Context: an optimization exercise on an open-source flow, tuned for small area. The choices shown serve that exercise and are no tape-out recipe.
Only simulation tests tie the RTL to the original design; equivalence was not proved.
Power is estimated from default activity; no workload was simulated.

==> inputs of job 5500 <==
==> flow/design.v (excerpt) <==
module alu_operand_regfile
#(
    parameter int unsigned           DATA_W  = alu_operand_regfile_pkg::REG_DATA_W,
    parameter int unsigned           ADDR_W  = alu_operand_regfile_pkg::REG_ADDR_W
) (
    input  logic                 clk_i,
    input  logic                 rst_i,
    input  logic [ADDR_W-1:0]    RS1addr_i,
    input  logic [ADDR_W-1:0]    RS2addr_i,
    input  logic [ADDR_W-1:0]    RDaddr_i,
    input  logic [DATA_W-1:0]    RDdata_i,
    input  logic                 RegWrite_i,
    output logic [DATA_W-1:0]    RS1data_o,
    output logic [DATA_W-1:0]    RS2data_o,
    input  logic [ADDR_W-1:0]    dbg_addr_i,
    output logic [DATA_W-1:0]    dbg_data_o,
    output logic [31:0]          wr_count_o
);
==> module alu_operand_regfile, before the edit <==
module alu_operand_regfile
#(
    parameter int unsigned           DATA_W  = alu_operand_regfile_pkg::REG_DATA_W,
    parameter int unsigned           ADDR_W  = alu_operand_regfile_pkg::REG_ADDR_W
) (
    input  logic                 clk_i,
    input  logic                 rst_i,
    input  logic [ADDR_W-1:0]    RS1addr_i,
    input  logic [ADDR_W-1:0]    RS2addr_i,
    input  logic [ADDR_W-1:0]    RDaddr_i,
    input  logic [DATA_W-1:0]    RDdata_i,
    input  logic                 RegWrite_i,
    output logic [DATA_W-1:0]    RS1data_o,
    output logic [DATA_W-1:0]    RS2data_o,
    input  logic [ADDR_W-1:0]    dbg_addr_i,
    output logic [DATA_W-1:0]    dbg_data_o,
    output logic [31:0]          wr_count_o
);
    localparam int unsigned DEPTH = 2 ** ADDR_W;
    logic [DEPTH*DATA_W-1:0] mem_flat;
    logic [DATA_W-1:0]       wdata_n;
    logic                    phase_q;
    logic                    phase_d;
    logic [31:0]             wr_count_q;
    logic                    wr_fire;
    assign wr_fire = RegWrite_i && (RDaddr_i != alu_operand_regfile_pkg::REG_ZERO[ADDR_W-1:0]);
    assign phase_d = !rst_i && !phase_q;
    always_ff @(posedge clk_i) begin
        phase_q <= phase_d;
    end
    logic rst_n;
    assign rst_n = !rst_i;
    for (genvar b = 0; b < DATA_W; b++) begin : g_col
        logic same;
        regfile_xnor2 u_same (
            .a_i (RDdata_i[b]),
            .b_i (phase_q),
            .y_o (same)
        );
        regfile_nand2 u_drv (
            .a_i (same),
            .b_i (rst_n),
            .y_o (wdata_n[b])
        );
    end
    logic [3:0] wr_lo;
    logic [7:0] wr_hi;
    always_comb begin
        for (int j = 0; j < 4; j++) begin
            wr_lo[j] = RegWrite_i && (RDaddr_i[1:0] == j[1:0]);
        end
        for (int k = 0; k < 8; k++) begin
            wr_hi[k] = (RDaddr_i[4:2] == k[2:0]);
        end
    end
    assign mem_flat[DATA_W-1:0] = '0;
    for (genvar i = 1; i < DEPTH; i++) begin : g_row
        logic [DATA_W-1:0] row_q;
        logic [DATA_W-1:0] row_d;
        logic              row_en;
        logic              row_en_n;
        regfile_row_en u_en (
            .lo_i    (wr_lo[i % 4]),
            .hi_i    (wr_hi[i / 4]),
            .rst_i   (rst_i),
            .lo_n_i  (!wr_lo[i % 4]),
            .hi_n_i  (!wr_hi[i / 4]),
            .rst_n_i (rst_n),
            .en_o    (row_en),
            .en_n_o  (row_en_n)
        );
        for (genvar b = 0; b < DATA_W; b++) begin : g_bit
            regfile_store_bit u_sb (
                .en_i      (row_en),
                .en_n_i    (row_en_n),
                .wdata_n_i (wdata_n[b]),
                .q_i       (row_q[b]),
                .d_o       (row_d[b])
            );
        end
        always_ff @(posedge clk_i) begin
            row_q <= row_d;
        end
        assign mem_flat[i*DATA_W +: DATA_W] = row_q;
    end
    logic [32:0] cnt_carry;
    logic [31:0] cnt_d;
    assign cnt_carry[0] = wr_fire;
    for (genvar i = 0; i < 32; i++) begin : g_cnt
        regfile_count_bit u_cb (
            .q_i     (wr_count_q[i]),
            .carry_i (cnt_carry[i]),
            .rst_i   (rst_i),
            .d_o     (cnt_d[i]),
            .carry_o (cnt_carry[i+1])
        );
    end
    always_ff @(posedge clk_i) begin
        wr_count_q <= cnt_d;
    end
    assign wr_count_o = wr_count_q;
    regfile_read_port #(.DATA_W(DATA_W), .ADDR_W(ADDR_W)) u_rs1_port (
        .rd_addr_i  (RS1addr_i),
        .mem_flat_i (mem_flat),
        .phase_i    (phase_q),
        .rd_data_o  (RS1data_o)
    );
    regfile_read_port #(.DATA_W(DATA_W), .ADDR_W(ADDR_W)) u_rs2_port (
        .rd_addr_i  (RS2addr_i),
        .mem_flat_i (mem_flat),
        .phase_i    (phase_q),
        .rd_data_o  (RS2data_o)
    );
    regfile_read_port #(.DATA_W(DATA_W), .ADDR_W(ADDR_W)) u_dbg_port (
        .rd_addr_i  (dbg_addr_i),
        .mem_flat_i (mem_flat),
        .phase_i    (phase_q),
        .rd_data_o  (dbg_data_o)
    );
endmodule
==> module regfile_count_bit, before the edit <==
module regfile_count_bit (
    input  logic q_i,
    input  logic carry_i,
    input  logic rst_i,
    output logic d_o,
    output logic carry_o
);
    logic sum_n;
    regfile_xnor2 u_sum (
        .a_i (q_i),
        .b_i (carry_i),
        .y_o (sum_n)
    );
    regfile_and2 u_carry (
        .a_i (q_i),
        .b_i (carry_i),
        .y_o (carry_o)
    );
    regfile_nor2 u_clr (
        .a_i (sum_n),
        .b_i (rst_i),
        .y_o (d_o)
    );
endmodule
==> module regfile_nor2, before the edit <==
module regfile_nor2 (
    input  logic a_i,
    input  logic b_i,
    output logic y_o
);
    assign y_o = ~(a_i | b_i);
endmodule
==> module regfile_row_en, before the edit <==
module regfile_row_en (
    input  logic lo_i,
    input  logic hi_i,
    input  logic rst_i,
    input  logic lo_n_i,
    input  logic hi_n_i,
    input  logic rst_n_i,
    output logic en_o,
    output logic en_n_o
);
    assign en_o   = (lo_i && hi_i) || rst_i;
    assign en_n_o = (lo_n_i || hi_n_i) && rst_n_i;
endmodule
==> flow/config.mk <==
export PLATFORM = sky130hd
export DESIGN_NAME = alu_operand_regfile
export DESIGN_NICKNAME = alu_operand_regfile
export VERILOG_FILES = /design/flow/design.v
export SDC_FILE = /design/flow/constraint.sdc
export NUM_CORES = 4
export LEC_CHECK = 0
export CAP_MARGIN = 20
export CELL_PAD_IN_SITES_DETAIL_PLACEMENT = 1
export CELL_PAD_IN_SITES_GLOBAL_PLACEMENT = 2
export CORE_MARGIN = 2
export CORE_UTILIZATION = 40
export CTS_BUF_LIST = sky130_fd_sc_hd__clkbuf_8
export CTS_CLUSTER_DIAMETER = 60
export CTS_CLUSTER_SIZE = 15
export SLEW_MARGIN = 20
export SYNTH_HIERARCHICAL = 1
export SYNTH_MINIMUM_KEEP_SIZE = 0
==> flow/constraint.sdc <==
create_clock -name core_clock -period 10.0 [get_ports {clk_i}]
set_input_delay 2.0000 -clock core_clock [delete_from_list [all_inputs] [get_ports {clk_i}]]
set_output_delay 2.0000 -clock core_clock [all_outputs]
set_load 0.01 [all_outputs]
standard.sh (not shown) runs the stock make flow with config.mk's settings and CLKGATE_MAP_FILE= SYNTH_SCRIPT=/design/flow/synth_recipe.tcl, a recipe that flattens the netlist after the stock synthesis.
==> flow/flow/run.sh <==
#!/bin/bash
set -euo pipefail
bash standard.sh synth > synth.log 2>&1
export BUFFER_PORTS_ARGS="-buffer_cell sky130_fd_sc_hd__buf_1"
export CTS_ARGS="-sink_clustering_enable -repair_clock_nets -dont_use_dummy_load -buf_list sky130_fd_sc_hd__clkbuf_8 -sink_clustering_size 15 -sink_clustering_max_diameter 60"
bash standard.sh floorplan > floorplan.log 2>&1
bash standard.sh place > place.log 2>&1
bash standard.sh cts > cts.log 2>&1
bash standard.sh > route_finish.log 2>&1
test -s out/final.def
==> job 2215 (differences from job 5500) <==
--- a/flow/design.v
+++ b/flow/design.v
@@ -264,20 +264,12 @@
         end
         assign mem_flat[i*DATA_W +: DATA_W] = row_q;
     end
-    logic [32:0] cnt_carry;
-    logic [31:0] cnt_d;
-    assign cnt_carry[0] = wr_fire;
-    for (genvar i = 0; i < 32; i++) begin : g_cnt
-        regfile_count_bit u_cb (
-            .q_i     (wr_count_q[i]),
-            .carry_i (cnt_carry[i]),
-            .rst_i   (rst_i),
-            .d_o     (cnt_d[i]),
-            .carry_o (cnt_carry[i+1])
-        );
-    end
     always_ff @(posedge clk_i) begin
-        wr_count_q <= cnt_d;
+        if (rst_i) begin
+            wr_count_q <= '0;
+        end else if (wr_fire) begin
+            wr_count_q <= wr_count_q + 32'd1;
+        end
     end
     assign wr_count_o = wr_count_q;
     regfile_read_port #(.DATA_W(DATA_W), .ADDR_W(ADDR_W)) u_rs1_port (
@@ -299,37 +291,6 @@
         .rd_data_o  (dbg_data_o)
     );
 endmodule
-module regfile_count_bit (
-    input  logic q_i,
-    input  logic carry_i,
-    input  logic rst_i,
-    output logic d_o,
-    output logic carry_o
-);
-    logic sum_n;
-    regfile_xnor2 u_sum (
-        .a_i (q_i),
-        .b_i (carry_i),
-        .y_o (sum_n)
-    );
-    regfile_and2 u_carry (
-        .a_i (q_i),
-        .b_i (carry_i),
-        .y_o (carry_o)
-    );
-    regfile_nor2 u_clr (
-        .a_i (sum_n),
-        .b_i (rst_i),
-        .y_o (d_o)
-    );
-endmodule
-module regfile_nor2 (
-    input  logic a_i,
-    input  logic b_i,
-    output logic y_o
-);
-    assign y_o = ~(a_i | b_i);
-endmodule
 module regfile_row_en (
     input  logic lo_i,
     input  logic hi_i,
==> flow/run.sh (new file) <==
#!/bin/bash
# synth_recipe.tcl (not shown) runs the flow's synth.tcl, then flattens the netlist and writes it again
# the make line also repeats each setting of config.mk as NAME=value (left out here)
make -C /OpenROAD-flow-scripts/flow DESIGN_CONFIG=/design/flow/config.mk WORK_HOME=/design/flow/orfs CLKGATE_MAP_FILE= SYNTH_SCRIPT=/design/flow/synth_recipe.tcl finish
removed: flow/flow/run.sh
removed: flow/standard.sh
==> job 1059 (differences from job 5500) <==
--- a/flow/design.v
+++ b/flow/design.v
@@ -244,9 +244,6 @@
             .lo_i    (wr_lo[i % 4]),
             .hi_i    (wr_hi[i / 4]),
             .rst_i   (rst_i),
-            .lo_n_i  (!wr_lo[i % 4]),
-            .hi_n_i  (!wr_hi[i / 4]),
-            .rst_n_i (rst_n),
             .en_o    (row_en),
             .en_n_o  (row_en_n)
         );
@@ -334,14 +331,35 @@
     input  logic lo_i,
     input  logic hi_i,
     input  logic rst_i,
-    input  logic lo_n_i,
-    input  logic hi_n_i,
-    input  logic rst_n_i,
     output logic en_o,
     output logic en_n_o
 );
-    assign en_o   = (lo_i && hi_i) || rst_i;
-    assign en_n_o = (lo_n_i || hi_n_i) && rst_n_i;
+    logic en;
+    regfile_en_gate u_en (
+        .lo_i  (lo_i),
+        .hi_i  (hi_i),
+        .rst_i (rst_i),
+        .en_o  (en)
+    );
+    regfile_inv u_en_n (
+        .a_i (en),
+        .y_o (en_n_o)
+    );
+    assign en_o = en;
+endmodule
+module regfile_en_gate (
+    input  logic lo_i,
+    input  logic hi_i,
+    input  logic rst_i,
+    output logic en_o
+);
+    assign en_o = (lo_i && hi_i) || rst_i;
+endmodule
+module regfile_inv (
+    input  logic a_i,
+    output logic y_o
+);
+    assign y_o = !a_i;
 endmodule
 module regfile_xnor2 (
     input  logic a_i,
Settings changed: CORE_UTILIZATION 40 to 50.
==> run notes <==
|  | job 1059 | job 5500 | job 2215 |
|---|---|---|---|
| # Taps | 1080 | 1391 | 1391 |
| Initial core utilization | 50.4% | 40.3% | 40.4% |
| Power density normalized to cell area | 194 nW/um2 | 197 nW/um2 | 202 nW/um2 |
| Leakage power figure | 0.0165 uW | 0.0166 uW | 0.0170 uW |
| Met3 wire length | 41.7 mm | 48.6 mm | 38.1 mm |
| Die extent in y | 294 um | 329 um | 331 um |
| Largest net degree at the start of global routing | 66 | 66 | 53 |
| DR vias | 49800 | 50700 | 49100 |
| Post-detailed-route via-to-cell ratio | 9.18 | 8.78 | 8.46 |
| Proportion of cell area occupied by multi-input gates | 46.5% | 46.2% | 45.4% |
| Status | no timing/DRC/antenna violations | no timing/DRC/antenna violations | no timing/DRC/antenna violations |
| Reg2reg start | wr_count_q[0] | wr_count_q[0] | wr_count_q[13] |
| Count of multi-input combinational gates | 2870 | 2904 | 2943 |
| Remaining max-slew budget at the tightest pin | 10.6% | 9.17% | 13.3% |
| Total track usage | 52.6% | 49.2% | 43.7% |
| Net switching power | 3130 uW | 3320 uW | 3420 uW |
| Fraction of area in registers | 44.0% | 43.1% | 41.7% |
| Area of the die | 86600 um2 | 108000 um2 | 109000 um2 |
| Part of the power in registers | 56.6% | 54.6% | 51.7% |
| Post-Synthesis Cells | 3927 | 3940 | 4000 |

static timing again, ports no longer ideal:
No port has a modelled driver above. Below, the same layouts with a new extraction and two added sets of constraints. Step 1: set_driving_cell puts a clkbuf_16 on clk_i and a buf_2 on each other input, an assumption about the parent block. Step 2, shift: input delay + t, output delay - t, t = (earliest + latest rising clock arrival at the registers) / 2. This alone moves slack from input paths to output paths. Three values: ideal ports, drivers, drivers and shift; two values: the first two.
run	t (ns)	setup slack, ns	pins driven straight from the clock port
job 5500	0.875	2.008 / 1.980 / 1.704	1
job 2215	0.899	1.728 / 1.675 / 1.675	1
job 1059	0.851	2.343 / 2.260 / 1.978	1
After both steps setup and hold are still met in every run listed. For job 1059, which loses most, drivers alone change the setup slack by -0.083 ns; drivers and shift together by -0.365 ns.
